Source: an optimization exercise on an open RTL-to-GDS flow (aim: small area and few clock cycles per item). Production flows keep margins and buffers that such runs may drop.
In this exercise RTL edits were held to simulation tests only and were not proved equivalent to the original.

==> flow/design.v (outline; a module is shown in full before it is edited, if it fits) <==
// module drum_seg: 21 lines
// module mm_prod: 801 lines
// module mm_fa: 4 lines
// module mm_ha: 4 lines
// module mm_ha_n: 4 lines
// module mant_mult_foil_pipe: 59 lines
module mant_mult_foil_pipe
#(
  parameter int EW = 8,
  parameter int MW = 23,
  parameter int K  = 9
) (
  input  logic               clk,
  input  logic               rst,
  input  logic               in_valid,
  output logic               in_ready,
  input  logic [EW+MW-1:0]   a_operand,
  input  logic [EW+MW-1:0]   b_operand,
  input  logic               approx_en,
  output logic               out_valid,
  input  logic               out_ready,
  output logic               normalised,
  output logic [MW-1:0]      product_mantissa,
  output logic               round_carry
);
  // ...
==> flow/run.sh <==
#!/bin/bash
# synth_recipe.tcl (not shown) runs the flow's synth.tcl, then flattens the netlist and writes it again
# the make line also repeats each setting of config.mk as NAME=value (left out here)
make -C /OpenROAD-flow-scripts/flow DESIGN_CONFIG=/design/flow/config.mk WORK_HOME=/design/flow/orfs CLKGATE_MAP_FILE= SYNTH_SCRIPT=/design/flow/synth_recipe.tcl finish
==> flow/config.mk <==
export PLATFORM = sky130hd
export DESIGN_NAME = mant_mult_foil_pipe
export DESIGN_NICKNAME = mant_mult_foil_pipe
export VERILOG_FILES = /design/flow/design.v
export SDC_FILE = /design/flow/constraint.sdc
export NUM_CORES = 4
export LEC_CHECK = 0
export CAP_MARGIN = 20
export CORE_MARGIN = 2
export CORE_UTILIZATION = 40
export SLEW_MARGIN = 20
export SYNTH_HIERARCHICAL = 1
export SYNTH_MINIMUM_KEEP_SIZE = 0
==> flow/constraint.sdc <==
create_clock -name core_clock -period 12.0 [get_ports {clk}]
set_input_delay 2.4000 -clock core_clock [delete_from_list [all_inputs] [get_ports {clk}]]
set_output_delay 2.4000 -clock core_clock [all_outputs]
set_load 0.01 [all_outputs]
==> results.yml, run 1 <==
worst_setup_path:
  cp_slowest_cell: "clkdlybuf4s50_1"
  cp.required_ns: 12.13
  critical_path_peak_fanout: 24
  timing.critical_path.to_type: "register"
run_status:
  outcome: "no timing/DRC/antenna violations"
detailed_routing:
  wirelength_mm: 61.0
  drt-vias-per-instance: 5.98
  drt_first_iter_violations: 1589
global_route:
  grt_first_pass_wirelength_mm: 92.8
  grt.total_usage_pct: 25.0
  globalRoute.busiestLayer: "met2"
  grt_remaining_overflow: 0
final_layout:
  layout.clock.cell_area_share_pct: 0.430
  clock_buffer_count: 3
  layout-drive-gt1-share_pct: 5.41
  multi_input_cells: 1587
synth:
  netlist_top_cells_area: "fa_1 (29%), xnor2_1 (12%), a22oi_1 (10%)"
place:
  numPortBuffers: 93
timing:
  setup_repair_after_global_routing_missed_its_margin: "no"
  clock_skew_ns: 0.00346
  finalHoldViolCount: 0
  slew_headroom_pct: 18.2
clocking:
  clkSinkCount: 27
  clk_root_buffer_cell: "clkbuf_16"
  clkSlewWorstSetupHoldPaths_ns: 0.06
  clk-insertion-delay-late_ns: 0.26
  clock_tree_from_tritoncts: "built"
  post_cts.repair.setup_buffers: 0
min_path:
  min-delay-start: "out_valid$_DFFE_PP0P_"
run:
  timing.max_cap.violations: 0
Testbench counts, summed over its fixed seeds: cycles 16,008, items 16,000.
==> module mant_mult_foil_pipe, before the edit <==
module mant_mult_foil_pipe
#(
  parameter int EW = 8,
  parameter int MW = 23,
  parameter int K  = 9
) (
  input  logic               clk,
  input  logic               rst,
  input  logic               in_valid,
  output logic               in_ready,
  input  logic [EW+MW-1:0]   a_operand,
  input  logic [EW+MW-1:0]   b_operand,
  input  logic               approx_en,
  output logic               out_valid,
  input  logic               out_ready,
  output logic               normalised,
  output logic [MW-1:0]      product_mantissa,
  output logic               round_carry
);
  localparam int PW = 2 * MW + 2;
  logic [MW-1:0] ma, mb, da, db;
  logic          ha, hb;
  assign ma = a_operand[MW-1:0];
  assign mb = b_operand[MW-1:0];
  assign ha = |a_operand[EW+MW-1:MW];
  assign hb = |b_operand[EW+MW-1:MW];
  drum_seg #(.MW(MW), .K(K)) u_seg_a (.approx(approx_en), .m(ma), .d(da));
  drum_seg #(.MW(MW), .K(K)) u_seg_b (.approx(approx_en), .m(mb), .d(db));
  logic [PW-1:0] p, sum_n, car_n;
  logic          norm, lsb, guard, sticky;
  mm_prod u_prod (.da(da), .db(db), .ma(ma), .mb(mb), .ha(ha), .hb(hb), .sum_n(sum_n), .car_n(car_n));
  always_comb begin
    p      = ~sum_n + ~car_n;
    norm   = p[PW-1];
    lsb    = norm ? p[MW+1] : p[MW];
    guard  = norm ? p[MW]   : p[MW-1];
    sticky = norm ? |p[MW-1:0] : |p[MW-2:0];
  end
  logic          r_norm, r_up;
  logic [MW:0]   r_top;
  logic advance;
  assign advance  = !out_valid | out_ready;
  assign in_ready = advance;
  always_ff @(posedge clk or posedge rst) begin
    if (rst) out_valid <= 1'b0;
    else if (advance) out_valid <= in_valid;
  end
  always_ff @(posedge clk) begin
    if (advance) begin
      r_norm <= norm;
      r_top  <= p[PW-2:MW];
      r_up   <= mant_mult_pkg::rne_up(lsb, guard, sticky);
    end
  end
  logic [MW-1:0] mant;
  assign mant = r_norm ? r_top[MW:1] : r_top[MW-1:0];
  assign normalised = r_norm;
  assign {round_carry, product_mantissa} = {1'b0, mant} + (MW+1)'(r_up);
endmodule
==> run 2, diff against run 1 <==
--- a/flow/design.v
+++ b/flow/design.v
@@ -508,40 +508,40 @@
   assign pb_19 = ~(ha & mb[19]);
   assign pa_20 = ~(hb & ma[20]);
   assign pb_20 = ~(ha & mb[20]);
   assign pa_21 = ~(hb & ma[21]);
   assign pb_21 = ~(ha & mb[21]);
   assign pa_22 = ~(hb & ma[22]);
   assign pb_22 = ~(ha & mb[22]);
   assign phh = ~(ha & hb);
-  mm_ha_n u_s1 (.a_n(bp_0_23), .b_n(bp_1_21), .s_n(s1), .c_n(c2));
+  mm_fa u_s1 (.a(bp_0_23), .b(bp_1_21), .c(1'b1), .s(s1), .co(c2));   
   mm_fa u_s3 (.a(bp_1_22), .b(bp_2_20), .c(bp_3_18), .s(s3), .co(c4));
   mm_fa u_s5 (.a(bp_1_23), .b(bp_2_21), .c(bp_3_19), .s(s5), .co(c6));
   mm_fa u_s7 (.a(bp_2_22), .b(bp_3_20), .c(bp_4_18), .s(s7), .co(c8));
   assign s9 = ~bp_2_23;
-  mm_ha_n u_s10 (.a_n(bp_0_16), .b_n(bp_1_14), .s_n(s10), .c_n(c11));
-  mm_ha_n u_s12 (.a_n(bp_0_17), .b_n(bp_1_15), .s_n(s12), .c_n(c13));
+  mm_fa u_s10 (.a(bp_0_16), .b(bp_1_14), .c(1'b1), .s(s10), .co(c11));   
+  mm_fa u_s12 (.a(bp_0_17), .b(bp_1_15), .c(1'b1), .s(s12), .co(c13));   
   mm_fa u_s14 (.a(bp_0_18), .b(bp_1_16), .c(bp_2_14), .s(s14), .co(c15));
-  mm_ha_n u_s16 (.a_n(bp_3_12), .b_n(bp_4_10), .s_n(s16), .c_n(c17));
+  mm_fa u_s16 (.a(bp_3_12), .b(bp_4_10), .c(1'b1), .s(s16), .co(c17));   
   mm_fa u_s18 (.a(bp_0_19), .b(bp_1_17), .c(bp_2_15), .s(s18), .co(c19));
-  mm_ha_n u_s20 (.a_n(bp_3_13), .b_n(bp_4_11), .s_n(s20), .c_n(c21));
+  mm_fa u_s20 (.a(bp_3_13), .b(bp_4_11), .c(1'b1), .s(s20), .co(c21));   
   mm_fa u_s22 (.a(bp_0_20), .b(bp_1_18), .c(bp_2_16), .s(s22), .co(c23));
   mm_fa u_s24 (.a(bp_3_14), .b(bp_4_12), .c(bp_5_10), .s(s24), .co(c25));
-  mm_ha_n u_s26 (.a_n(bp_6_8), .b_n(bp_7_6), .s_n(s26), .c_n(c27));
+  mm_fa u_s26 (.a(bp_6_8), .b(bp_7_6), .c(1'b1), .s(s26), .co(c27));   
   mm_fa u_s28 (.a(bp_0_21), .b(bp_1_19), .c(bp_2_17), .s(s28), .co(c29));
   mm_fa u_s30 (.a(bp_3_15), .b(bp_4_13), .c(bp_5_11), .s(s30), .co(c31));
-  mm_ha_n u_s32 (.a_n(bp_6_9), .b_n(bp_7_7), .s_n(s32), .c_n(c33));
+  mm_fa u_s32 (.a(bp_6_9), .b(bp_7_7), .c(1'b1), .s(s32), .co(c33));   
   mm_fa u_s34 (.a(bp_0_22), .b(bp_1_20), .c(bp_2_18), .s(s34), .co(c35));
   mm_fa u_s36 (.a(bp_3_16), .b(bp_4_14), .c(bp_5_12), .s(s36), .co(c37));
   mm_fa u_s38 (.a(bp_6_10), .b(bp_7_8), .c(bp_8_6), .s(s38), .co(c39));
   mm_fa u_s40 (.a(bp_2_19), .b(bp_3_17), .c(bp_4_15), .s(s40), .co(c41));
   mm_fa u_s42 (.a(bp_5_13), .b(bp_6_11), .c(bp_7_9), .s(s42), .co(c43));
   mm_fa u_s44 (.a(bp_8_7), .b(bp_9_5), .c(bp_10_3), .s(s44), .co(c45));
-  mm_ha_n u_s46 (.a_n(bp_11_1), .b_n(pa_0), .s_n(s46), .c_n(c47));
+  mm_fa u_s46 (.a(bp_11_1), .b(pa_0), .c(1'b1), .s(s46), .co(c47));   
   mm_fa u_s48 (.a(bp_4_16), .b(bp_5_14), .c(bp_6_12), .s(s48), .co(c49));
   mm_fa u_s50 (.a(bp_7_10), .b(bp_8_8), .c(bp_9_6), .s(s50), .co(c51));
   mm_fa u_s52 (.a(bp_10_4), .b(bp_11_2), .c(nneg0), .s(s52), .co(c53));
   mm_fa u_s54 (.a(pa_1), .b(pb_1), .c(c2), .s(s54), .co(c55));
   mm_fa u_s56 (.a(bp_4_17), .b(bp_5_15), .c(bp_6_13), .s(s56), .co(c57));
   mm_fa u_s58 (.a(bp_7_11), .b(bp_8_9), .c(bp_9_7), .s(s58), .co(c59));
   mm_fa u_s60 (.a(bp_10_5), .b(bp_11_3), .c(nneg0), .s(s60), .co(c61));
   mm_fa u_s62 (.a(pa_2), .b(pb_2), .c(c4), .s(s62), .co(c63));
@@ -555,41 +555,41 @@
   mm_fa u_s78 (.a(pa_4), .b(pb_4), .c(c8), .s(s78), .co(c79));
   mm_fa u_s80 (.a(bp_3_22), .b(bp_4_20), .c(bp_5_18), .s(s80), .co(c81));
   mm_fa u_s82 (.a(bp_6_16), .b(bp_7_14), .c(bp_8_12), .s(s82), .co(c83));
   mm_fa u_s84 (.a(bp_9_10), .b(bp_10_8), .c(bp_11_6), .s(s84), .co(c85));
   mm_fa u_s86 (.a(pneg2), .b(pa_5), .c(pb_5), .s(s86), .co(c87));
   mm_ha u_s88 (.a(bp_3_23), .b(bp_4_21), .s(s88), .co(c89));
   mm_fa u_s90 (.a(bp_5_19), .b(bp_6_17), .c(bp_7_15), .s(s90), .co(c91));
   mm_fa u_s92 (.a(bp_8_13), .b(bp_9_11), .c(bp_10_9), .s(s92), .co(c93));
-  mm_ha_n u_s94 (.a_n(bp_11_7), .b_n(pa_6), .s_n(s94), .c_n(c95));
+  mm_fa u_s94 (.a(bp_11_7), .b(pa_6), .c(1'b1), .s(s94), .co(c95));   
   mm_fa u_s96 (.a(bp_4_22), .b(bp_5_20), .c(bp_6_18), .s(s96), .co(c97));
   mm_fa u_s98 (.a(bp_7_16), .b(bp_8_14), .c(bp_9_12), .s(s98), .co(c99));
   mm_fa u_s100 (.a(bp_10_10), .b(bp_11_8), .c(pneg3), .s(s100), .co(c101));
   mm_ha u_s102 (.a(bp_4_23), .b(bp_5_21), .s(s102), .co(c103));
   mm_fa u_s104 (.a(bp_6_19), .b(bp_7_17), .c(bp_8_15), .s(s104), .co(c105));
-  mm_ha_n u_s106 (.a_n(bp_9_13), .b_n(bp_10_11), .s_n(s106), .c_n(c107));
+  mm_fa u_s106 (.a(bp_9_13), .b(bp_10_11), .c(1'b1), .s(s106), .co(c107));   
   mm_fa u_s108 (.a(bp_5_22), .b(bp_6_20), .c(bp_7_18), .s(s108), .co(c109));
   mm_fa u_s110 (.a(bp_8_16), .b(bp_9_14), .c(bp_10_12), .s(s110), .co(c111));
   mm_ha u_s112 (.a(bp_5_23), .b(bp_6_21), .s(s112), .co(c113));
-  mm_ha_n u_s114 (.a_n(bp_7_19), .b_n(bp_8_17), .s_n(s114), .c_n(c115));
+  mm_fa u_s114 (.a(bp_7_19), .b(bp_8_17), .c(1'b1), .s(s114), .co(c115));   
   mm_fa u_s116 (.a(bp_6_22), .b(bp_7_20), .c(bp_8_18), .s(s116), .co(c117));
   assign s118 = ~bp_6_23;
-  mm_ha_n u_s119 (.a_n(bp_0_10), .b_n(bp_1_8), .s_n(s119), .c_n(c120));
-  mm_ha_n u_s121 (.a_n(bp_0_11), .b_n(bp_1_9), .s_n(s121), .c_n(c122));
+  mm_fa u_s119 (.a(bp_0_10), .b(bp_1_8), .c(1'b1), .s(s119), .co(c120));   
+  mm_fa u_s121 (.a(bp_0_11), .b(bp_1_9), .c(1'b1), .s(s121), .co(c122));   
   mm_fa u_s123 (.a(bp_0_12), .b(bp_1_10), .c(bp_2_8), .s(s123), .co(c124));
-  mm_ha_n u_s125 (.a_n(bp_3_6), .b_n(bp_4_4), .s_n(s125), .c_n(c126));
+  mm_fa u_s125 (.a(bp_3_6), .b(bp_4_4), .c(1'b1), .s(s125), .co(c126));   
   mm_fa u_s127 (.a(bp_0_13), .b(bp_1_11), .c(bp_2_9), .s(s127), .co(c128));
-  mm_ha_n u_s129 (.a_n(bp_3_7), .b_n(bp_4_5), .s_n(s129), .c_n(c130));
+  mm_fa u_s129 (.a(bp_3_7), .b(bp_4_5), .c(1'b1), .s(s129), .co(c130));   
   mm_fa u_s131 (.a(bp_0_14), .b(bp_1_12), .c(bp_2_10), .s(s131), .co(c132));
   mm_fa u_s133 (.a(bp_3_8), .b(bp_4_6), .c(bp_5_4), .s(s133), .co(c134));
-  mm_ha_n u_s135 (.a_n(bp_6_2), .b_n(bp_7_0), .s_n(s135), .c_n(c136));
+  mm_fa u_s135 (.a(bp_6_2), .b(bp_7_0), .c(1'b1), .s(s135), .co(c136));   
   mm_fa u_s137 (.a(bp_0_15), .b(bp_1_13), .c(bp_2_11), .s(s137), .co(c138));
   mm_fa u_s139 (.a(bp_3_9), .b(bp_4_7), .c(bp_5_5), .s(s139), .co(c140));
-  mm_ha_n u_s141 (.a_n(bp_6_3), .b_n(bp_7_1), .s_n(s141), .c_n(c142));
+  mm_fa u_s141 (.a(bp_6_3), .b(bp_7_1), .c(1'b1), .s(s141), .co(c142));   
   mm_fa u_s143 (.a(bp_2_12), .b(bp_3_10), .c(bp_4_8), .s(s143), .co(c144));
   mm_fa u_s145 (.a(bp_5_6), .b(bp_6_4), .c(bp_7_2), .s(s145), .co(c146));
   mm_fa u_s147 (.a(bp_8_0), .b(nneg8), .c(s10), .s(s147), .co(c148));
   mm_fa u_s149 (.a(bp_2_13), .b(bp_3_11), .c(bp_4_9), .s(s149), .co(c150));
   mm_fa u_s151 (.a(bp_5_7), .b(bp_6_5), .c(bp_7_3), .s(s151), .co(c152));
   mm_fa u_s153 (.a(bp_8_1), .b(c11), .c(s12), .s(s153), .co(c154));
   mm_fa u_s155 (.a(bp_5_8), .b(bp_6_6), .c(bp_7_4), .s(s155), .co(c156));
   mm_fa u_s157 (.a(bp_8_2), .b(bp_9_0), .c(nneg9), .s(s157), .co(c158));
@@ -645,29 +645,29 @@
   mm_fa u_s257 (.a(bp_7_21), .b(bp_8_19), .c(bp_9_17), .s(s257), .co(c258));
   mm_fa u_s259 (.a(bp_10_15), .b(bp_11_13), .c(pa_12), .s(s259), .co(c260));
   mm_fa u_s261 (.a(pb_12), .b(c117), .c(s118), .s(s261), .co(c262));
   mm_fa u_s263 (.a(bp_7_22), .b(bp_8_20), .c(bp_9_18), .s(s263), .co(c264));
   mm_fa u_s265 (.a(bp_10_16), .b(bp_11_14), .c(pneg6), .s(s265), .co(c266));
   mm_fa u_s267 (.a(pa_13), .b(pb_13), .c(bp_6_23), .s(s267), .co(c268));
   mm_ha u_s269 (.a(bp_7_23), .b(bp_8_21), .s(s269), .co(c270));
   mm_fa u_s271 (.a(bp_9_19), .b(bp_10_17), .c(bp_11_15), .s(s271), .co(c272));
-  mm_ha_n u_s273 (.a_n(pa_14), .b_n(pb_14), .s_n(s273), .c_n(c274));
+  mm_fa u_s273 (.a(pa_14), .b(pb_14), .c(1'b1), .s(s273), .co(c274));   
   mm_fa u_s275 (.a(bp_8_22), .b(bp_9_20), .c(bp_10_18), .s(s275), .co(c276));
   mm_fa u_s277 (.a(bp_11_16), .b(pneg7), .c(pa_15), .s(s277), .co(c278));
   mm_ha u_s279 (.a(bp_8_23), .b(bp_9_21), .s(s279), .co(c280));
-  mm_ha_n u_s281 (.a_n(bp_10_19), .b_n(bp_11_17), .s_n(s281), .c_n(c282));
+  mm_fa u_s281 (.a(bp_10_19), .b(bp_11_17), .c(1'b1), .s(s281), .co(c282));   
   mm_fa u_s283 (.a(bp_9_22), .b(bp_10_20), .c(bp_11_18), .s(s283), .co(c284));
   assign s285 = ~bp_9_23;
-  mm_ha_n u_s286 (.a_n(bp_0_6), .b_n(bp_1_4), .s_n(s286), .c_n(c287));
-  mm_ha_n u_s288 (.a_n(bp_0_7), .b_n(bp_1_5), .s_n(s288), .c_n(c289));
+  mm_fa u_s286 (.a(bp_0_6), .b(bp_1_4), .c(1'b1), .s(s286), .co(c287));   
+  mm_fa u_s288 (.a(bp_0_7), .b(bp_1_5), .c(1'b1), .s(s288), .co(c289));   
   mm_fa u_s290 (.a(bp_0_8), .b(bp_1_6), .c(bp_2_4), .s(s290), .co(c291));
-  mm_ha_n u_s292 (.a_n(bp_3_2), .b_n(bp_4_0), .s_n(s292), .c_n(c293));
+  mm_fa u_s292 (.a(bp_3_2), .b(bp_4_0), .c(1'b1), .s(s292), .co(c293));   
   mm_fa u_s294 (.a(bp_0_9), .b(bp_1_7), .c(bp_2_5), .s(s294), .co(c295));
-  mm_ha_n u_s296 (.a_n(bp_3_3), .b_n(bp_4_1), .s_n(s296), .c_n(c297));
+  mm_fa u_s296 (.a(bp_3_3), .b(bp_4_1), .c(1'b1), .s(s296), .co(c297));   
   mm_fa u_s298 (.a(bp_2_6), .b(bp_3_4), .c(bp_4_2), .s(s298), .co(c299));
   mm_fa u_s300 (.a(bp_5_0), .b(nneg5), .c(s119), .s(s300), .co(c301));
   mm_fa u_s302 (.a(bp_2_7), .b(bp_3_5), .c(bp_4_3), .s(s302), .co(c303));
   mm_fa u_s304 (.a(bp_5_1), .b(c120), .c(s121), .s(s304), .co(c305));
   mm_fa u_s306 (.a(bp_5_2), .b(bp_6_0), .c(nneg6), .s(s306), .co(c307));
   mm_fa u_s308 (.a(c122), .b(s123), .c(s125), .s(s308), .co(c309));
   mm_fa u_s310 (.a(bp_5_3), .b(bp_6_1), .c(c124), .s(s310), .co(c311));
   mm_fa u_s312 (.a(c126), .b(s127), .c(s129), .s(s312), .co(c313));
@@ -725,21 +725,21 @@
   mm_fa u_s416 (.a(c278), .b(s279), .c(s281), .s(s416), .co(c417));
   mm_fa u_s418 (.a(pneg8), .b(pa_17), .c(pb_17), .s(s418), .co(c419));
   mm_fa u_s420 (.a(c280), .b(c282), .c(s283), .s(s420), .co(c421));
   mm_fa u_s422 (.a(bp_10_21), .b(bp_11_19), .c(pa_18), .s(s422), .co(c423));
   mm_fa u_s424 (.a(pb_18), .b(c284), .c(s285), .s(s424), .co(c425));
   mm_fa u_s426 (.a(bp_10_22), .b(bp_11_20), .c(pneg9), .s(s426), .co(c427));
   mm_fa u_s428 (.a(pa_19), .b(pb_19), .c(bp_9_23), .s(s428), .co(c429));
   mm_ha u_s430 (.a(bp_10_23), .b(bp_11_21), .s(s430), .co(c431));
-  mm_ha_n u_s432 (.a_n(pa_20), .b_n(pb_20), .s_n(s432), .c_n(c433));
+  mm_fa u_s432 (.a(pa_20), .b(pb_20), .c(1'b1), .s(s432), .co(c433));   
   mm_fa u_s434 (.a(bp_11_22), .b(pneg10), .c(pa_21), .s(s434), .co(c435));
   assign s436 = ~bp_11_23;
-  mm_ha_n u_s437 (.a_n(bp_0_4), .b_n(bp_1_2), .s_n(s437), .c_n(c438));
-  mm_ha_n u_s439 (.a_n(bp_0_5), .b_n(bp_1_3), .s_n(s439), .c_n(c440));
+  mm_fa u_s437 (.a(bp_0_4), .b(bp_1_2), .c(1'b1), .s(s437), .co(c438));   
+  mm_fa u_s439 (.a(bp_0_5), .b(bp_1_3), .c(1'b1), .s(s439), .co(c440));   
   mm_fa u_s441 (.a(bp_2_2), .b(bp_3_0), .c(nneg3), .s(s441), .co(c442));
   mm_fa u_s443 (.a(bp_2_3), .b(bp_3_1), .c(c287), .s(s443), .co(c444));
   mm_fa u_s445 (.a(nneg4), .b(c289), .c(s290), .s(s445), .co(c446));
   mm_fa u_s447 (.a(c291), .b(c293), .c(s294), .s(s447), .co(c448));
   mm_fa u_s449 (.a(c295), .b(c297), .c(s298), .s(s449), .co(c450));
   mm_fa u_s451 (.a(c299), .b(c301), .c(s302), .s(s451), .co(c452));
   mm_fa u_s453 (.a(c303), .b(c305), .c(s306), .s(s453), .co(c454));
   mm_fa u_s455 (.a(c307), .b(c309), .c(s310), .s(s455), .co(c456));
@@ -771,18 +771,18 @@
   mm_fa u_s507 (.a(c411), .b(c413), .c(s414), .s(s507), .co(c508));
   mm_fa u_s509 (.a(c415), .b(c417), .c(s418), .s(s509), .co(c510));
   mm_fa u_s511 (.a(c419), .b(c421), .c(s422), .s(s511), .co(c512));
   mm_fa u_s513 (.a(c423), .b(c425), .c(s426), .s(s513), .co(c514));
   mm_fa u_s515 (.a(c427), .b(c429), .c(s430), .s(s515), .co(c516));
   mm_fa u_s517 (.a(pb_21), .b(c431), .c(c433), .s(s517), .co(c518));
   mm_fa u_s519 (.a(pa_22), .b(pb_22), .c(c435), .s(s519), .co(c520));
   assign s521 = ~phh;
-  mm_ha_n u_s522 (.a_n(bp_0_2), .b_n(bp_1_0), .s_n(s522), .c_n(c523));
-  mm_ha_n u_s524 (.a_n(bp_0_3), .b_n(bp_1_1), .s_n(s524), .c_n(c525));
+  mm_fa u_s522 (.a(bp_0_2), .b(bp_1_0), .c(1'b1), .s(s522), .co(c523));   
+  mm_fa u_s524 (.a(bp_0_3), .b(bp_1_1), .c(1'b1), .s(s524), .co(c525));   
   mm_fa u_s526 (.a(bp_2_0), .b(nneg2), .c(s437), .s(s526), .co(c527));
   mm_fa u_s528 (.a(bp_2_1), .b(c438), .c(s439), .s(s528), .co(c529));
   mm_fa u_s530 (.a(s286), .b(c440), .c(s441), .s(s530), .co(c531));
   mm_fa u_s532 (.a(s288), .b(c442), .c(s443), .s(s532), .co(c533));
   mm_fa u_s534 (.a(s292), .b(c444), .c(s445), .s(s534), .co(c535));
   mm_fa u_s536 (.a(s296), .b(c446), .c(s447), .s(s536), .co(c537));
   mm_fa u_s538 (.a(s300), .b(c448), .c(s449), .s(s538), .co(c539));
   mm_fa u_s540 (.a(s304), .b(c450), .c(s451), .s(s540), .co(c541));
@@ -828,20 +828,16 @@
 module mm_fa (input logic a, b, c, output logic s, co);
   assign s  = a ^ b ^ c;
   assign co = (a & b) | (a & c) | (b & c);
 endmodule
 module mm_ha (input logic a, b, output logic s, co);
   assign s  = a ^ b;
   assign co = a & b;
 endmodule
-module mm_ha_n (input logic a_n, b_n, output logic s_n, c_n);
-  assign s_n = ~(a_n ^ b_n);
-  assign c_n = a_n | b_n;
-endmodule
 module mant_mult_foil_pipe
 #(
   parameter int EW = 8,
   parameter int MW = 23,
   parameter int K  = 9
 ) (
   input  logic               clk,
   input  logic               rst,
@@ -860,21 +856,22 @@
   logic [MW-1:0] ma, mb, da, db;
   logic          ha, hb;
   assign ma = a_operand[MW-1:0];
   assign mb = b_operand[MW-1:0];
   assign ha = |a_operand[EW+MW-1:MW];
   assign hb = |b_operand[EW+MW-1:MW];
   drum_seg #(.MW(MW), .K(K)) u_seg_a (.approx(approx_en), .m(ma), .d(da));
   drum_seg #(.MW(MW), .K(K)) u_seg_b (.approx(approx_en), .m(mb), .d(db));
-  logic [PW-1:0] p, sum_n, car_n;
+  logic [PW-1:0] p, p_n, sum_n, car_n;
   logic          norm, lsb, guard, sticky;
   mm_prod u_prod (.da(da), .db(db), .ma(ma), .mb(mb), .ha(ha), .hb(hb), .sum_n(sum_n), .car_n(car_n));
+  mm_add #(.W(PW)) u_add (.a(sum_n), .b(car_n), .cin(1'b1), .s(p_n));
   always_comb begin
-    p      = ~sum_n + ~car_n;
+    p      = ~p_n;
     norm   = p[PW-1];
     lsb    = norm ? p[MW+1] : p[MW];
     guard  = norm ? p[MW]   : p[MW-1];
     sticky = norm ? |p[MW-1:0] : |p[MW-2:0];
   end
   logic          r_norm, r_up;
   logic [MW:0]   r_top;
   logic advance;
@@ -891,8 +888,38 @@
       r_up   <= mant_mult_pkg::rne_up(lsb, guard, sticky);
     end
   end
   logic [MW-1:0] mant;
   assign mant = r_norm ? r_top[MW:1] : r_top[MW-1:0];
   assign normalised = r_norm;
   assign {round_carry, product_mantissa} = {1'b0, mant} + (MW+1)'(r_up);
 endmodule
+module mm_add #(
+  parameter int W = 48
+) (
+  input  logic [W-1:0] a, b,
+  input  logic         cin,
+  output logic [W-1:0] s
+);
+  logic [W-1:0] g, p, gc, pc;
+  always_comb begin
+    g  = a & b;
+    p  = a ^ b;
+    gc = g;
+    pc = p;
+    gc[0] = g[0] | (p[0] & cin);
+    for (int d = 1; d < W; d = d * 2) begin
+      for (int i = 2 * d - 1; i < W; i = i + 2 * d) begin
+        gc[i] = gc[i] | (pc[i] & gc[i-d]);
+        pc[i] = pc[i] & pc[i-d];
+      end
+    end
+    for (int d = (1 << ($clog2(W) - 1)) / 2; d >= 1; d = d / 2) begin
+      for (int i = 3 * d - 1; i < W; i = i + 2 * d) begin
+        gc[i] = gc[i] | (pc[i] & gc[i-d]);
+        pc[i] = pc[i] & pc[i-d];
+      end
+    end
+    s[0] = p[0] ^ cin;
+    for (int i = 1; i < W; i++) s[i] = p[i] ^ gc[i-1];
+  end
+endmodule
==> flow/flow/run.sh (new file) <==
#!/bin/bash
# Standard layout, with the port buffers inserted as the smallest buffer
# (the resizer still upsizes or buffers them where timing or slew needs it).
cp standard.sh standard_sh.txt
export BUFFER_PORTS_ARGS="-buffer_cell sky130_fd_sc_hd__buf_1"
bash standard.sh > standard.log 2>&1
==> flow/standard.sh (new file) <==
#!/bin/bash
# synth_recipe.tcl (not shown) runs the flow's synth.tcl, then flattens the netlist and writes it again
# the make line also repeats each setting of config.mk as NAME=value (left out here)
make -C /OpenROAD-flow-scripts/flow DESIGN_CONFIG=/design/flow/config.mk WORK_HOME=/design/flow/orfs CLKGATE_MAP_FILE= SYNTH_SCRIPT=/design/flow/synth_recipe.tcl "${@:-finish}"
removed: flow/run.sh
==> results.yml, run 2 <==
run_status:
  outcome: "no timing/DRC/antenna violations"
place:
  gp_congestion: 0.960
  numPortBuffers: 93
  dp_slack_ns: 0.902
  dp_cells: 2307
  post_dp_cell_area_mm2: 0.0176
  place.detailed.hpwl_mm: 44.8
final_layout:
  largest_register_ff_count: 24
  layout_commonest_cell: "fa_1"
  antenna-diode-count: 0
  fin_nets: 2173
  layout-drive-gt1-share_pct: 6.92
  layout.cells.most_common_list: "fa_1 (322), a22oi_1 (252), xnor2_1 (249), buf_1 (91), nand2_1 (84)"
  post-route-cell-area_mm2: 0.0177
  syn2layout_area_growth_pct: 0.226
  fill_cells: 4403
  largest_register_by_flop_count: "r_top"
  layoutNonFillerInstCount: 2312
die:
  coreArea_mm2: 0.0439
  die_w_um: 214
  top_level_ports: 94
  num_rows: 77
  dieHeight_um: 214
  floorplan.die_area_mm2: 0.0460
  floorplan.initialDensity_pct: 40.3
synth:
  netlist_top_cells_area: "fa_1 (36%), xnor2_1 (12%), a22oi_1 (11%)"
  syn-instance-count: 1800
  mappedNetlistArea_mm2: 0.0177
  synthDistinctLibCells: 79
  seq_area_frac_synth_pct: 4.55
  synth_edf_count: 26
  library_cell_with_the_largest_summed_area_after_synthesis: "fa_1"
  synth_ff_type: "edfxtp_1"
  yosys_warnings: 9
  fraction_of_synthesized_cell_area_taken_by_the_top_area_cell_type_pct: 36.4
  post-synth-top-count-cell: "fa_1"
  synth.top_cells.by_count: "fa_1 (322), a22oi_1 (252), xnor2_1 (249)"
  ys_async_sr_fraction_pct: 3.70
  postSynthRegisterBits: 27
  synth_area_per_cell_um2: 9.84
global_route:
  antenna_found_initial: 0
  met2_usage_pct: 37.6
  grtUsageMet3_pct: 7.32
  grt_remaining_overflow: 0
  globalRoute.busiestLayer: "met2"
  grtUsageMet1_pct: 31.9
  largest_net_degree_at_the_start_of_global_routing: 49
  grt.total_usage_pct: 23.9
  grt_first_pass_wirelength_mm: 85.4
  number_of_global_route_vias_before_repair: 14400
clocking:
  ctsResizeCount: 0
  clock_tree_from_tritoncts: "built"
  clk-insertion-delay-late_ns: 0.26
  clk_root_buffer_cell: "clkbuf_16"
  clkSinkCount: 27
  post_cts_hold_buffer_count: 0
  clkSlewWorstSetupHoldPaths_ns: 0.07
  ctsHtreeMaxLevel: 1
  tritoncts.num_buffers: 3
  max-clock-path-buffers: 2
  post_cts.repair.setup_buffers: 0
timing:
  period_needed_ns: 10.77
  setup_viol: 0
  post-route-period-util_pct: 89.8
  setup_total_negative_slack_ns: 0
  clock_skew_ns: 0.00316
  slew_headroom_pct: 15.1
  holdWs_ns: 0.776
  setup_repair_after_global_routing_missed_its_margin: "no"
  finalHoldViolCount: 0
  final_max_slew_viol_count: 0
  slew_at_the_pin_closest_to_its_max_slew_limit_ns: 1.27
  timing.final.ws_setup_ns: 1.23
  fmax_mhz: 92.8
worst_setup_path:
  arrival_ns: 10.79
  timing.critical_path.to_type: "register"
  cp.required_ns: 12.02
  crit_path_frequent_cell: "fa_1"
  cp_slowest_cell: "or4_4"
  crit_path_start: "b_operand[19]"
  cp_slowest_stage_delay_ns: 0.59
  critical_path_peak_fanout: 18
  critical_path.reg2reg.startpoint: "out_valid$_DFFE_PP0P_"
  setup.worst_path.start_class: "primary input"
  crit_type: "primary input to register"
detailed_routing:
  wirelength_mm: 55.3
  drt_first_iter_violations: 1280
  drt-vias-per-instance: 5.93
  drt_pre_antenna_iters: 5
  via_count: 13700
  drc: 0
  wl_cell_um: 23.9
  ant_nets: 0
min_path:
  min-delay-start: "out_valid$_DFFE_PP0P_"
  timing.hold.worst.class: "register to register"
run:
  timing.max_cap.violations: 0
[run 2: changes by cell type after synthesis, moves of 18 or more]
| cell | previous run | this run |
|---|---|---|
| a21o_1 | 37 | 17 |
| a21oi_1 | 107 | 75 |
| fa_1 | 270 | 322 |
| ha_1 | 94 | 63 |
| inv_1 | 225 | 65 |
| nand2_1 | 102 | 84 |
| nor2_1 | 40 | 20 |
[run 2: final timing paths]
| kind | end | slack (ns) | cells past startpoint |
|---|---|---|---|
| worst max-delay path | r_up$_DFFE_PP_ | 1.23 | 29 |
| worst min-delay path | out_valid$_DFFE_PP0P_ | 0.78 | 3 |
| worst max register to register | r_top[2]$_DFFE_PP_ | 10.88 | 2 |
| worst min register to register | out_valid$_DFFE_PP0P_ | 0.78 | 3 |
| max in group asynchronous | out_valid$_DFFE_PP0P_ | 9.96 | 2 |
| min in group asynchronous | out_valid$_DFFE_PP0P_ | 1.95 | 2 |
[run 2: routing by layer]
metal,share of wire [%],wire length (um)
met1,41,22900
met2,44,24600
met3,11,6000
met4,3.3,1840
met5,0,0
[run 2: cell families after synthesis]
| logic type | share of synthesized area [%] |
|---|---|
| adders and majority gates | 40.9 |
| DFF | 4.55 |
| xor gates and xnor gates | 14.6 |
| other | 0.0424 |
| muxes | 1.38 |
| buffers and inverters | 11.7 |
| and+or+nand+nor | 8.40 |
| AOI/OAI and AO/OA | 18.5 |
[run 2: modules after synthesis, one instance, submodules excluded, a selection]
module,flops+latches,area (um2),copies in the design
mm_prod,0,6960,1
mm_ha,0,12.5,6
mm_fa,0,20.0,297
mant_mult_foil_pipe,27,2060,1
[run 2: final cells by class]
cell class	instances	area, um2	share of cell area [%]
clock buffer	3	75.1	0.423
inverter	72	270	1.52
tap	592	741	4.17
sequential	27	806	4.54
clock inverter	1	7.51	0.0423
timing repair buffer	158	843	4.75
multi-input combinational	1459	15000	84.5
[run 2: critical path, delay by kind of cell]
kind / cells / cell delay (ns)
xor+xnor: 2 / 0.21
simple gates: 5 / 1.61
buf+inv: 3 / 0.75
fa+ha+maj: 8 / 3.16
compound gates: 11 / 2.66
[run 2: metrics by stage]
| stage | util, % |
|---|---|
| 2_1_floorplan | - |
| 3_3_place_gp | 40.2 |
| 3_5_place_dp | 40.2 |
| 4_1_cts | 40.4 |
| 5_1_grt | 40.4 |
| 6_report | 40.4 |
Testbench counts of run 2, summed over its fixed seeds: cycles 16,008, items 16,000.
==> run 3, diff against run 2 <==
==> flow/run.sh (new file) <==
#!/bin/bash
# synth_recipe.tcl (not shown) runs the flow's synth.tcl, then flattens the netlist and writes it again
# the make line also repeats each setting of config.mk as NAME=value (left out here)
make -C /OpenROAD-flow-scripts/flow DESIGN_CONFIG=/design/flow/config.mk WORK_HOME=/design/flow/orfs CLKGATE_MAP_FILE= SYNTH_SCRIPT=/design/flow/synth_recipe.tcl finish
removed: flow/flow/run.sh
removed: flow/standard.sh
==> results.yml, run 3 <==
clocking:
  ctsResizeCount: 0
  clkSlewWorstSetupHoldPaths_ns: 0.07
  max-clock-path-buffers: 2
  ctsHtreeMaxLevel: 1
  clk_root_buffer_cell: "clkbuf_16"
  clock_tree_from_tritoncts: "built"
  post_cts.repair.setup_buffers: 0
  clkSinkCount: 27
  post_cts_hold_buffer_count: 0
  clk-insertion-delay-late_ns: 0.26
  tritoncts.num_buffers: 3
detailed_routing:
  drt_pre_antenna_iters: 6
  drc: 0
  drt_first_iter_violations: 1200
  via_count: 13800
  ant_nets: 0
  wl_cell_um: 24.0
  wirelength_mm: 55.6
  drt-vias-per-instance: 5.96
min_path:
  timing.hold.worst.class: "register to register"
synth:
  fraction_of_synthesized_cell_area_taken_by_the_top_area_cell_type_pct: 36.4
  ys_async_sr_fraction_pct: 3.70
  synth_edf_count: 26
  synth.top_cells.by_count: "fa_1 (322), a22oi_1 (252), xnor2_1 (249)"
  post-synth-top-count-cell: "fa_1"
  library_cell_with_the_largest_summed_area_after_synthesis: "fa_1"
  synth_area_per_cell_um2: 9.84
  synthDistinctLibCells: 79
  synth_ff_type: "edfxtp_1"
  netlist_top_cells_area: "fa_1 (36%), xnor2_1 (12%), a22oi_1 (11%)"
  yosys_warnings: 9
  mappedNetlistArea_mm2: 0.0177
  seq_area_frac_synth_pct: 4.55
  postSynthRegisterBits: 27
  syn-instance-count: 1800
die:
  die_w_um: 214
  top_level_ports: 94
  coreArea_mm2: 0.0439
  floorplan.initialDensity_pct: 40.3
  num_rows: 77
  floorplan.die_area_mm2: 0.0460
  dieHeight_um: 214
final_layout:
  fill_cells: 4301
  layout-drive-gt1-share_pct: 6.91
  util_after_layout_pct: 41.8
  largest_register_by_flop_count: "r_top"
  fin_nets: 2176
  largest_register_ff_count: 24
  syn2layout_area_growth_pct: 3.69
  layout_commonest_cell: "fa_1"
  layout.cells.most_common_list: "fa_1 (322), a22oi_1 (252), xnor2_1 (249), clkdlybuf4s50_1 (92), nand2_1 (84)"
timing:
  post-route-period-util_pct: 94.0
  fmax_mhz: 88.7
  clock_skew_ns: 0.00582
  holdWs_ns: 0.770
  setup_viol: 0
  period_needed_ns: 11.28
  final_max_slew_viol_count: 0
  setup_total_negative_slack_ns: 0
  slew_at_the_pin_closest_to_its_max_slew_limit_ns: 1.06
  timing.final.ws_setup_ns: 0.724
  slew_headroom_pct: 29.1
  setup_repair_after_global_routing_missed_its_margin: "no"
  finalHoldViolCount: 0
worst_setup_path:
  crit_path_start: "b_operand[21]"
  cp_slowest_stage_delay_ns: 0.65
  cp_num_cells: 29
  timing.critical_path.to_type: "register"
  setup.worst_path.start_class: "primary input"
  reg2reg_to: "r_top[7]$_DFFE_PP_"
  critical_path.reg2reg.startpoint: "out_valid$_DFFE_PP0P_"
  worst_path_dominant_cell_family: "adder cells"
  crit_path_frequent_cell: "fa_1"
  crit_buf_inv: 3
  cp.required_ns: 12.12
  cp_slowest_cell: "or4_4"
  critical_path_peak_fanout: 22
  crit_type: "primary input to register"
  r2r.worst_path.cells: 2
  regToRegSetupSlack_ns: 10.90
  critical_path.endpoint: "r_up$_DFFE_PP_"
  arrival_ns: 11.39
run_status:
  outcome: "no timing/DRC/antenna violations"
global_route:
  grt_first_pass_wirelength_mm: 84.7
  number_of_global_route_vias_before_repair: 14100
  largest_net_degree_at_the_start_of_global_routing: 69
  grt_remaining_overflow: 0
  grt.total_usage_pct: 23.8
  antenna_found_initial: 1
run:
  timing.max_cap.violations: 0
place:
  place.detailed.hpwl_mm: 44.9
  numPortBuffers: 93
  gp_congestion: 0.968
  dp_slack_ns: 0.531
[run 3: cell counts after synthesis]
No cell type changed its count.
[run 3: per-stage QoR]
stage	area [um2]	std cells
final	18400	2316
after global routing	18400	2315
after CTS	18400	2315
after detailed placement	18300	2311
after global placement	18300	2311
after floorplan	17800	1828
[run 3: cells by family after synthesis]
kind of cell | count (synthesis) | synth area share, %
compound gates | 456 | 18.5
mux | 24 | 1.38
fa+ha+maj | 385 | 40.9
simple gates | 270 | 8.40
flops | 27 | 4.55
xor+xnor | 294 | 14.6
other cells | 2 | 0.0424
buf+inv | 342 | 11.7
[run 3: layer usage]
layer	GRT usage (%)	vias up	wire, um
li1	-	5996	-
met1	32.6	7004	23400
met2	37.0	730	24700
met3	6.54	81	5990
met4	6.25	0	1500
met5	0	-	0
[run 3: per-module statistics from Yosys, one instance, submodules excluded, excerpt]
module,cells inside,area [um2],times used
mm_prod,948,6960,1
mant_mult_foil_pipe,218,2060,1
mm_fa,1,20.0,297
mm_ha,1,12.5,6
[run 3: layout make-up]
| type | instances | area (um2) | area share (%) |
|---|---|---|---|
| clock buffers | 3 | 75.1 | 0.409 |
| clock inverters | 1 | 5.00 | 0.0273 |
| flip-flops and latches | 27 | 806 | 4.39 |
| inverters | 72 | 270 | 1.47 |
| multi-input cells | 1459 | 15000 | 81.7 |
| diodes | 1 | 2.50 | 0.0136 |
| well taps | 592 | 741 | 4.04 |
| repair buffers | 161 | 1460 | 7.96 |
[run 3: worst register-to-register path: stages (launching register included)]
cell      delay, ns
dfrtp_1        0.37
nand2b_1       0.06
buf_4          0.31
[run 3: worst min path at each step]
| stage | start | end | cells past startpoint |
|---|---|---|---|
| finish | out_valid$_DFFE_PP0P_ | out_valid$_DFFE_PP0P_ | 3 |
| global placement | out_valid$_DFFE_PP0P_ | out_valid$_DFFE_PP0P_ | 3 |
| global route | out_valid$_DFFE_PP0P_ | out_valid$_DFFE_PP0P_ | 3 |
| floorplan | out_valid$_DFFE_PP0P_ | out_valid$_DFFE_PP0P_ | 2 |
| detailed placement | out_valid$_DFFE_PP0P_ | out_valid$_DFFE_PP0P_ | 3 |
| CTS | out_valid$_DFFE_PP0P_ | out_valid$_DFFE_PP0P_ | 3 |

==> port drivers added, routing unchanged <==
How much do the figures lean on ideal ports? The routed layouts below were timed once more, with nothing changed but the port constraints.
Step 1 (the two cells are an assumption about what drives the block):
set clk [get_ports {clk}]
set_driving_cell -lib_cell sky130_fd_sc_hd__clkbuf_16 $clk
set_driving_cell -lib_cell sky130_fd_sc_hd__buf_2 [delete_from_list [all_inputs] $clk]
Step 2 moves the port delays by t, midway between the first and last clock arrival at a register: inputs arrive t later, outputs are due t later. That takes back most of the time a late clock gives input paths.
Three values: no drivers, after step 1, after step 2; two values: the first two.
| run | shift t [ns] | setup slack, ns | hold slack, ns |
|---|---|---|---|
| run 1 | 0.288 | 1.350 / 1.354 / 1.066 | 0.928 / 0.928 / 0.928 |
| run 2 | 0.289 | 1.225 / 1.235 / 0.945 | 0.776 / 0.776 / 0.776 |
| run 3 | 0.290 | 0.724 / 0.730 / 0.440 | 0.770 / 0.770 / 0.770 |
After both steps every run listed still meets setup and hold.
